Context: an optimization exercise on an open-source flow, tuned for small area. The choices shown serve that exercise and are no tape-out recipe.
At most, simulation tests tie the RTL to the original design; equivalence was not proved.
Power is estimated from default activity; no workload was simulated.

Design feature_pipeline, start of the top module:
module feature_pipeline
(
    input  logic        clk,
    input  logic        reset_n,
    input  logic        start,
    input  logic [15:0] accel_x,
    input  logic [15:0] accel_y,
    input  logic [15:0] accel_z,
    output logic [15:0] feature_mean,
    output logic [15:0] feature_std,
    output logic        feature_valid
);
clock: 10.0 ns
lec_check: 0
cap_margin: 20
core_margin: 2
core_utilization: 40
cts_buf_list: sky130_fd_sc_hd__clkbuf_16
cts_cluster_diameter: 100
cts_cluster_size: 40
slew_margin: 20
standard.sh (not shown) runs the stock make flow with config.mk's settings and CLKGATE_MAP_FILE= SYNTH_SCRIPT=/design/flow/synth_recipe.tcl, a recipe that flattens the netlist after the stock synthesis.
==> flow/flow/run.sh <==
#!/bin/bash
# The standard ORFS layout (standard.sh) with two changes:
#  - SYNTH_ARGS=-noabc: Yosys's early ABC pass inside "synth" is skipped, so the full
#    adders written out in the RTL reach extract_fa as written (the final ABC mapping
#    after flip-flop mapping still runs); flip-flops are mapped exactly as in the
#    standard synthesis;
#  - every input and output port is still buffered, with the smallest buffer.
set -euo pipefail
export SYNTH_ARGS="-noabc"
export BUFFER_PORTS_ARGS="-buffer_cell sky130_fd_sc_hd__buf_1"
bash standard.sh > flow_make.log 2>&1
Next try:
==> flow/run.sh (new file) <==
#!/bin/bash
# synth_recipe.tcl (not shown) runs the flow's synth.tcl, then flattens the netlist and writes it again
# the make line also repeats each setting of config.mk as NAME=value (left out here)
make -C /OpenROAD-flow-scripts/flow DESIGN_CONFIG=/design/flow/config.mk WORK_HOME=/design/flow/orfs CLKGATE_MAP_FILE= SYNTH_SCRIPT=/design/flow/synth_recipe.tcl finish
Settings changed: CORE_UTILIZATION 40 to 60, CTS_BUF_LIST sky130_fd_sc_hd__clkbuf_16 to sky130_fd_sc_hd__clkbuf_8, CTS_CLUSTER_DIAMETER 100 to default, CTS_CLUSTER_SIZE 40 to 25.
removed: flow/flow/run.sh
removed: flow/standard.sh
Effect: The new run ran to the end with no violations; setup slack gets better by 0.022 ns; total power goes down by 18%; clock skew went up by 0.0075 ns; critical path depth came out higher by 2; sequential share of layout area is lower by 1.0 points; design area rises by 3.9%; routed wire length fell by 0.35%; clock-buffer cell count is unchanged.
Next try:
==> flow/flow/run.sh (new file) <==
#!/bin/bash
# The standard ORFS layout (standard.sh) with these changes:
#  - SYNTH_ARGS=-noabc: Yosys's early ABC pass inside "synth" is skipped, so the full
#    adders written out in the RTL reach extract_fa as written (the final ABC mapping
#    after flip-flop mapping still runs); flip-flops are mapped exactly as in the
#    standard synthesis;
#  - every input and output port is still buffered, with the smallest buffer;
#  - clock tree synthesis without dummy clock loads.
set -euo pipefail
export SYNTH_ARGS="-noabc"
export BUFFER_PORTS_ARGS="-buffer_cell sky130_fd_sc_hd__buf_1"
export CTS_ARGS="-sink_clustering_enable -repair_clock_nets -dont_use_dummy_load -buf_list sky130_fd_sc_hd__clkbuf_8"
bash standard.sh > flow_make.log 2>&1
==> flow/standard.sh (new file) <==
#!/bin/bash
# synth_recipe.tcl (not shown) runs the flow's synth.tcl, then flattens the netlist and writes it again
# the make line also repeats each setting of config.mk as NAME=value (left out here)
make -C /OpenROAD-flow-scripts/flow DESIGN_CONFIG=/design/flow/config.mk WORK_HOME=/design/flow/orfs CLKGATE_MAP_FILE= SYNTH_SCRIPT=/design/flow/synth_recipe.tcl "${@:-finish}"
Settings changed: CORE_UTILIZATION 60 to 40, CTS_CLUSTER_SIZE 25 to default, GPL_TIMING_DRIVEN from default to 0.
removed: flow/run.sh
Die area increases by well over a third.
Routed wire length climbs by roughly a tenth.
Power came out higher by roughly a tenth.
Critical path depth is unchanged.
Non-clock buffer count grows by 27.
Final area decreases by a few percent.
Cell count decreases slightly.
Clock-buffer cell count is unchanged.
Core utilization drops by 25 points.

== the previous run ==
feature_pipeline again, from the RTL that the note above started with.
clock: 10.0 ns
lec_check: 0
cap_margin: 20
core_margin: 2
core_utilization: 40
cts_buf_list: sky130_fd_sc_hd__clkbuf_8
slew_margin: 20
run.sh (not shown) runs the stock make flow with config.mk's settings and CLKGATE_MAP_FILE= SYNTH_SCRIPT=/design/flow/synth_recipe.tcl, a recipe that flattens the netlist after the stock synthesis.
Stock flow here: none of the scripts above is used.
## Diff of input files: the current run against the previous run
# the previous run
export LEC_CHECK = 0
export CAP_MARGIN = 20
export CORE_MARGIN = 2
export CORE_UTILIZATION = 40
export CTS_BUF_LIST = sky130_fd_sc_hd__clkbuf_8
export SLEW_MARGIN = 20
create_clock -name core_clock -period 10.0 [get_ports {clk}]
# the current run
export LEC_CHECK = 0
export CAP_MARGIN = 20
export CORE_MARGIN = 2
export CORE_UTILIZATION = 40
export CTS_BUF_LIST = sky130_fd_sc_hd__clkbuf_8
export GPL_TIMING_DRIVEN = 0
export SLEW_MARGIN = 20
create_clock -name core_clock -period 10.0 [get_ports {clk}]
Findings:
- Lower leakage dissipation among the current run and the previous run: the previous run
- Going from the previous run to the current run, worst path buffer plus inverter count shows an increase of 2; largest net degree at the start of global routing shows a reduction of 77%.
- The current run finished all stages; the layout is clean.
- Delta (the current run minus the previous run): maximum VDD drop rose 24%, core utilization now sits higher.
- Worst setup slack before clock tree synthesis: the current run lower than the previous run
- From the current run to the previous run, initial core utilization did not move at all.
- The current run has combinational fraction of design power below what the previous run had.
- Count of clock-buffer cells in the layout came out exactly the same in the current run and the previous run.
- | clock share of power | the current run vs the previous run | 1.7 points higher |

main:
feature_pipeline, a different RTL version from the one above (not shown whole).
Size in the first run: about 170 flip-flops, ~84 I/O pins, about 0.013 mm^2 of cells after synthesis.
==> flow/design.v (excerpt) <==
module feature_pipeline
(
    input  logic        clk,
    input  logic        reset_n,
    input  logic        start,
    input  logic [15:0] accel_x,
    input  logic [15:0] accel_y,
    input  logic [15:0] accel_z,
    output logic [15:0] feature_mean,
    output logic [15:0] feature_std,
    output logic        feature_valid
);
Settings: LEC_CHECK=0, CAP_MARGIN=20, CORE_MARGIN=2, CORE_UTILIZATION=40, SLEW_MARGIN=20; clock period 10.0 ns.
The final layout from main, which completed every stage, passed the timing, DRC and antenna checks at the end of the flow.
--- input diff main..the feature branch ---
Settings: an added CTS_BUF_LIST of sky130_fd_sc_hd__clkbuf_8.
### Flow results
The feature branch: done, clean on timing, DRC and antenna. Looking at final critical delay including setup and external delays across both flows, the feature branch is the stronger of the two, with main trailing. Between main and the feature branch, internal power decreased. Final design instance area without fill, the feature branch vs main: down slightly. Reported for main and the feature branch, die footprint turned out identical to the last digit. The feature branch — utilization 0.61 points lower, main as reference.
No functional check of the RTL was part of any run of this note.

cedar:
Another version of the RTL of feature_pipeline (not shown whole).
Size in the first run: roughly 170 flip-flops, roughly 84 I/O pins.
==> flow/config.mk <==
export PLATFORM = sky130hd
export DESIGN_NAME = feature_pipeline
export DESIGN_NICKNAME = feature_pipeline
export VERILOG_FILES = /design/flow/design.v
export SDC_FILE = /design/flow/constraint.sdc
export NUM_CORES = 4
export LEC_CHECK = 0
export CAP_MARGIN = 20
export CORE_MARGIN = 2
export CORE_UTILIZATION = 40
export CTS_BUF_LIST = sky130_fd_sc_hd__clkbuf_8
export SLEW_MARGIN = 20
export SYNTH_HIERARCHICAL = 1
==> flow/constraint.sdc <==
create_clock -name core_clock -period 10.0 [get_ports {clk}]
set_input_delay 2.0000 -clock core_clock [delete_from_list [all_inputs] [get_ports {clk}]]
set_output_delay 2.0000 -clock core_clock [all_outputs]
set_load 0.01 [all_outputs]
cedar: done, clean on timing, DRC and antenna
## Diff of input files: tundra against cedar
==> flow/flow/run.sh (new file) <==
#!/bin/bash
set -euo pipefail
export BUFFER_PORTS_ARGS="-buffer_cell sky130_fd_sc_hd__buf_1"
export REMOVE_ABC_BUFFERS=1
export CTS_ARGS="-sink_clustering_enable -repair_clock_nets -dont_use_dummy_load -buf_list sky130_fd_sc_hd__clkbuf_8"
bash standard.sh > flow_make.log 2>&1
==> flow/standard.sh (new file) <==
#!/bin/bash
# synth_recipe.tcl (not shown) runs the flow's synth.tcl, then flattens the netlist and writes it again
# the make line also repeats each setting of config.mk as NAME=value (left out here)
make -C /OpenROAD-flow-scripts/flow DESIGN_CONFIG=/design/flow/config.mk WORK_HOME=/design/flow/orfs CLKGATE_MAP_FILE= SYNTH_SCRIPT=/design/flow/synth_recipe.tcl "${@:-finish}"
diff --git a/flow/config.mk b/flow/config.mk
--- a/flow/config.mk
+++ b/flow/config.mk
@@ -9,4 +9,5 @@
 export CORE_MARGIN = 2
-export CORE_UTILIZATION = 40
+export CORE_UTILIZATION = 60
 export CTS_BUF_LIST = sky130_fd_sc_hd__clkbuf_8
+export GPL_TIMING_DRIVEN = 0
 export SLEW_MARGIN = 20
removed: flow/run.sh
==> results.txt <==
Post-layout worst setup margin on tundra is down relative to cedar. Higher share of final-layout standard cells stronger than drive strength 1 goes to cedar over tundra. Comparing tundra and cedar, the higher worst hold slack was measured on cedar. Changes observed in tundra relative to cedar: total wirelength of the detailed-routed design went down by 2200 um; power went down; critical path depth held steady. Fmax shrinks slightly when moving from cedar to tundra. met2 usage is lower on cedar. Of tundra and cedar, the run reporting the lower first-pass GRT wire length was tundra. Diff tundra and cedar: number of placement rows higher in cedar.
Modified inputs, raven compared to tundra
diff --git a/flow/config.mk b/flow/config.mk
--- a/flow/config.mk
+++ b/flow/config.mk
@@ -9,3 +9,3 @@
 export CORE_MARGIN = 2
-export CORE_UTILIZATION = 60
+export CORE_UTILIZATION = 40
 export CTS_BUF_LIST = sky130_fd_sc_hd__clkbuf_8
Findings:
Timing, DRC, antenna: 0 failures across tundra and raven. Going from tundra to raven, setup slack comparable, ratio of total power to cell area now smaller, core outline area now larger, wire length after detailed routing now larger.

## run 2
Another version of the RTL of feature_pipeline (not shown whole).
For scale: roughly 1,100 cells after synthesis, about 84 I/O pins, about 0.012 sq mm of cells after synthesis.
clock: 10.0 ns
lec_check: 0
cap_margin: 20
core_margin: 2
core_utilization: 40
cts_buf_list: sky130_fd_sc_hd__clkbuf_8
gpl_timing_driven: 0
slew_margin: 20
synth_hierarchical: 1
standard.sh (not shown) runs the stock make flow with config.mk's settings and CLKGATE_MAP_FILE= SYNTH_SCRIPT=/design/flow/synth_recipe.tcl, a recipe that flattens the netlist after the stock synthesis.
==> flow/flow/run.sh <==
#!/bin/bash
# The standard ORFS layout (standard.sh) with these changes:
#    adders written out in the RTL reach extract_fa as written (the final ABC mapping
#    after flip-flop mapping still runs); flip-flops are mapped exactly as in the
#    standard synthesis;
#  - every input and output port is still buffered, with the smallest buffer;
#  - clock tree synthesis without dummy clock loads.
set -euo pipefail
export BUFFER_PORTS_ARGS="-buffer_cell sky130_fd_sc_hd__buf_1"
export CTS_ARGS="-sink_clustering_enable -repair_clock_nets -dont_use_dummy_load -buf_list sky130_fd_sc_hd__clkbuf_8"
bash standard.sh > flow_make.log 2>&1
Run 2 reached the final stage; the timing, DRC and antenna checks on its layout passed.
> inputs changed (run 2 -> run 1)
==> flow/run.sh (new file) <==
#!/bin/bash
# synth_recipe.tcl (not shown) runs the flow's synth.tcl, then flattens the netlist and writes it again
# the make line also repeats each setting of config.mk as NAME=value (left out here)
make -C /OpenROAD-flow-scripts/flow DESIGN_CONFIG=/design/flow/config.mk WORK_HOME=/design/flow/orfs CLKGATE_MAP_FILE= SYNTH_SCRIPT=/design/flow/synth_recipe.tcl finish
diff --git a/flow/config.mk b/flow/config.mk
--- a/flow/config.mk
+++ b/flow/config.mk
@@ -10,5 +10,4 @@
 export CORE_UTILIZATION = 40
 export CTS_BUF_LIST = sky130_fd_sc_hd__clkbuf_8
-export GPL_TIMING_DRIVEN = 0
 export SLEW_MARGIN = 20
 export SYNTH_HIERARCHICAL = 1
removed: flow/flow/run.sh
removed: flow/standard.sh
Run 1 against run 2: number of buffers on the longest clock path neither gained nor lost much; sequential cell area share went down by 1.2 points; final area increased 4.2%; via count saw a decrease; final cell count lost about 1.6%.

==> separate check: timing with driven ports <==
Ports are ideal in the flow. The routed layouts listed here were re-timed in OpenROAD. Step 1: set_driving_cell puts a clkbuf_16 on clk and a buf_2 on each other input, an assumption about the parent block. Step 2 also shifts input and output timing later by t, the mid clock arrival at the registers, as if the neighbouring blocks saw the same clock. a / b / c = ideal ports / drivers / drivers and shift; a / b = the first two.
run	shift t [ns]	setup WS [ns]	hold WS [ns]	worst setup path at the end	worst register clock-pin slew, ns
the first run of note 1	0.470	0.516 / 0.516 / 0.516	0.428 / 0.428 / 0.428	register to register	0.08 / 0.08
the second run of note 1	0.508	0.538 / 0.555 / 0.047	0.427 / 0.427 / 0.427	input to register	0.12 / 0.12
the third run of note 1	0.488	0.434 / 0.434 / 0.010	0.407 / 0.407 / 0.407	input to register	0.10 / 0.10
the previous run	0.496	0.485 / 0.504 / 0.007	0.428 / 0.428 / 0.428	input to register	0.11 / 0.11
the current run	0.516	0.616 / 0.631 / 0.115	0.432 / 0.432 / 0.432	input to register	0.11 / 0.11
main	0.487	0.524 / 0.551 / 0.063	0.417 / 0.417 / 0.417	input to register	0.07 / 0.07
the feature branch	0.508	0.540 / 0.562 / 0.054	0.415 / 0.415 / 0.415	input to register	0.10 / 0.10
cedar	0.497	0.457 / 0.457 / 0.280	0.441 / 0.441 / 0.441	input to register	0.11 / 0.11
tundra	0.476	0.339 / 0.339 / 0.339	0.417 / 0.417 / 0.417	register to register	0.11 / 0.11
raven	0.488	0.336 / 0.336 / 0.336	0.431 / 0.431 / 0.431	register to register	0.10 / 0.10
run 2	0.470	0.337 / 0.337 / 0.054	0.431 / 0.431 / 0.431	input to register	0.11 / 0.11
run 1	0.494	0.521 / 0.521 / 0.277	0.444 / 0.444 / 0.444	input to register	0.12 / 0.12
After both steps every run listed still meets setup and hold. For the current run, which loses most, drivers alone change the setup slack by +0.015 ns; drivers and shift together by -0.501 ns.
